What follows belongs to an exercise in optimizing a design on an open flow for small area; a production flow would make more cautious choices.
In this exercise RTL edits were held to simulation tests only and were not proved equivalent to the original.
Power and IR drop assume default switching activity. The flow treats the clock pin as an ideal source, which a real chip does not have.

== v35 ==
// regfile_scoreboard
module regfile_scoreboard
#(
    parameter int XLEN     = regfile_pkg::DEF_XLEN,
    parameter int NUM_REGS = regfile_pkg::DEF_NUM_REGS,
    localparam int NUM_READ = 2,
    localparam int AW       = $clog2(NUM_REGS)
) (
    input  logic                     clock,
    input  logic                     reset,
    input  logic [NUM_READ*AW-1:0]   rs_addr,
    output logic [NUM_READ*XLEN-1:0] rs_data,
    output logic [NUM_READ-1:0]      rs_ready,
    input  logic                     wb_en,
    input  logic [AW-1:0]            wb_addr,
    input  logic [XLEN-1:0]          wb_data,
    input  logic                     issue_en,
    input  logic [AW-1:0]            issue_addr,
    input  logic                     flush,
    output logic [NUM_REGS-1:0]      busy_vec
);
clock: 10.0 ns
lec_check: 0
cap_margin: 10
core_margin: 2
core_utilization: 45
place_density: 0.6
slew_margin: 10
synth_hierarchical: 1
standard.sh (not shown) runs the stock make flow with config.mk's settings and CLKGATE_MAP_FILE= SYNTH_SCRIPT=/design/flow/synth_recipe.tcl, a recipe that flattens the netlist after the stock synthesis.
==> flow/flow/run.sh <==
#!/bin/bash
# Layout flow: the standard ORFS flow, with two changes passed to ORFS
# through its own variables:
#  - ports are buffered with the smallest buffer (buf_1) instead of ORFS's pick,
#  - the clock tree uses clkbuf_8, larger sink clusters and no dummy loads.
# Each run's full output goes to flow_make.log in this folder; ORFS's per-step
# logs are under orfs/logs/.
set -euo pipefail
export BUFFER_PORTS_ARGS="-buffer_cell sky130_fd_sc_hd__buf_1"
export CTS_ARGS="-sink_clustering_enable -repair_clock_nets -dont_use_dummy_load -buf_list {sky130_fd_sc_hd__clkbuf_8} -sink_clustering_size 19 -sink_clustering_max_diameter 60"
bash standard.sh > flow_make.log 2>&1
Setup changes, v35 to v21
==> flow/flow/run.sh <==
#!/bin/bash
# Layout flow: the standard ORFS flow, with two changes passed to ORFS
# through its own variables:
#  - ports are buffered with the smallest buffer (buf_1) instead of ORFS's pick,
#  - the clock tree uses clkbuf_16, larger sink clusters and no dummy loads.
# Each run's full output goes to flow_make.log in this folder; ORFS's per-step
# logs are under orfs/logs/.
set -euo pipefail
export BUFFER_PORTS_ARGS="-buffer_cell sky130_fd_sc_hd__buf_1"
export CTS_ARGS="-sink_clustering_enable -repair_clock_nets -dont_use_dummy_load -buf_list {sky130_fd_sc_hd__clkbuf_16} -sink_clustering_size 30 -sink_clustering_max_diameter 80"
bash standard.sh > flow_make.log 2>&1
==> flow/config.mk <==
export PLATFORM = sky130hd
export DESIGN_NAME = regfile_scoreboard
export DESIGN_NICKNAME = regfile_scoreboard
export VERILOG_FILES = /design/flow/design.v
export SDC_FILE = /design/flow/constraint.sdc
export NUM_CORES = 4
export LEC_CHECK = 0
export CAP_MARGIN = 5
export CORE_MARGIN = 2
export CORE_UTILIZATION = 30
export GPL_TIMING_DRIVEN = 0
export PLACE_DENSITY = 0.45
export SLEW_MARGIN = 5
export SYNTH_HIERARCHICAL = 1
Findings:
NOTE: cell count in v21 exceeds that of v35
Of v21 and v35, the run reporting the lower multi-input combinational area share was v21.
The worst setup path startpoint comes out rs_addr[0] in one run and rs_addr[6] in the other, namely in v35 and v21 respectively.
Placement row count of v21 exceeds that of v35 by more than 10%.
Compared with v35, v21 shows a critical path buffer and inverter count that is 2 higher.
v21 ends up with a worst setup slack that is 300 ps higher than in v35.
| sequential share of cell area | v21 vs v35 | 4.1 points lower |
For global-route wire length before repair, dividing the value from v21 by the value from v35 gives 1.07.
v21 vs. v35: clock network power share up 2.7 points; wire length reported by the detailed router up about 8%.
Post-layout minimum cycle time: v21 vs v35 down 300 ps
diff inputs: v21 => v16
-- flow/config.mk --
<<< v21, line 9
export CORE_MARGIN = 2
export CORE_UTILIZATION = 30
export GPL_TIMING_DRIVEN = 0
export PLACE_DENSITY = 0.45
export SLEW_MARGIN = 5
>>> v16, line 9
export CORE_MARGIN = 2
export CORE_UTILIZATION = 30
export PLACE_DENSITY = 0.45
export SLEW_MARGIN = 5
Findings:
v21 finished every step from synthesis to the final layout, and the layout passed the timing, DRC and antenna checks.
v16: all stages complete, timing, DRC and antenna checks passed
v16 vs. v21: fraction of area in registers went up; part of the total power dissipated in combinational logic did not really move; count of filler cells inserted in the layout went up.
Changes observed in v16 relative to v21: count of sequential standard cells held, post-detailed-placement cell area now smaller, layout overhead on the synthesized area shows a reduction of 4.3 points, total track usage went up, number of antenna violations at the first check in global routing now larger.
Of v21 and v16, the higher wire length belongs to v16.
What v53 does differently from v16 at the input level:
==> flow/config.mk <==
export PLATFORM = sky130hd
export DESIGN_NAME = regfile_scoreboard
export DESIGN_NICKNAME = regfile_scoreboard
export VERILOG_FILES = /design/flow/design.v
export SDC_FILE = /design/flow/constraint.sdc
export NUM_CORES = 4
export LEC_CHECK = 0
export CAP_MARGIN = 20
export CORE_MARGIN = 2
export CORE_UTILIZATION = 45
export PLACE_DENSITY = 0.75
export SLEW_MARGIN = 20
export SYNTH_HIERARCHICAL = 1
==> comparison <==
Status | v53 and v16 | clean. Between v53 and v16, global-route usage is lower for v16, v53 comes in above that. The run showing the smaller detailed-route wire length is v53. v53 against v16: worst setup slack saw an increase, net load switching power fell by 6.9%, final area saw a decrease, first-pass GRT wire length moved down. Taking v16 as the reference, in v53 share of power burned in combinational logic shows no meaningful change; share of synthesized area occupied by flip-flops and latches flat; met3 track utilization from global routing went up by 7.4 points.

==> afterwards: timing with drivers on the ports <==
Ports are ideal in the flow. The routed layouts listed here were re-timed in OpenROAD.
Step 1 assumes that a clkbuf_16 drives the clock port and a buf_2 every other input.
Step 2, shift: input delay + t, output delay - t, t = (earliest + latest rising clock arrival at the registers) / 2. This alone moves slack from input paths to output paths.
a / b / c = ideal ports / drivers / drivers and shift; a / b = the first two.
run | shift t [ns] | slack for setup (ns) | latest minus earliest clock arrival (ns)
v35 | 0.775 | 1.828 / 1.787 / 1.787 | 0.096 / 0.096
v21 | 0.730 | 2.129 / 2.100 / 2.100 | 0.084 / 0.084
v16 | 0.759 | 1.624 / 1.597 / 1.597 | 0.070 / 0.070
v53 | 0.702 | 1.652 / 1.622 / 1.622 | 0.043 / 0.044
After both steps setup and hold are still met in every run listed. For v35, which loses most, drivers alone change the setup slack by -0.041 ns; drivers and shift together by -0.041 ns.
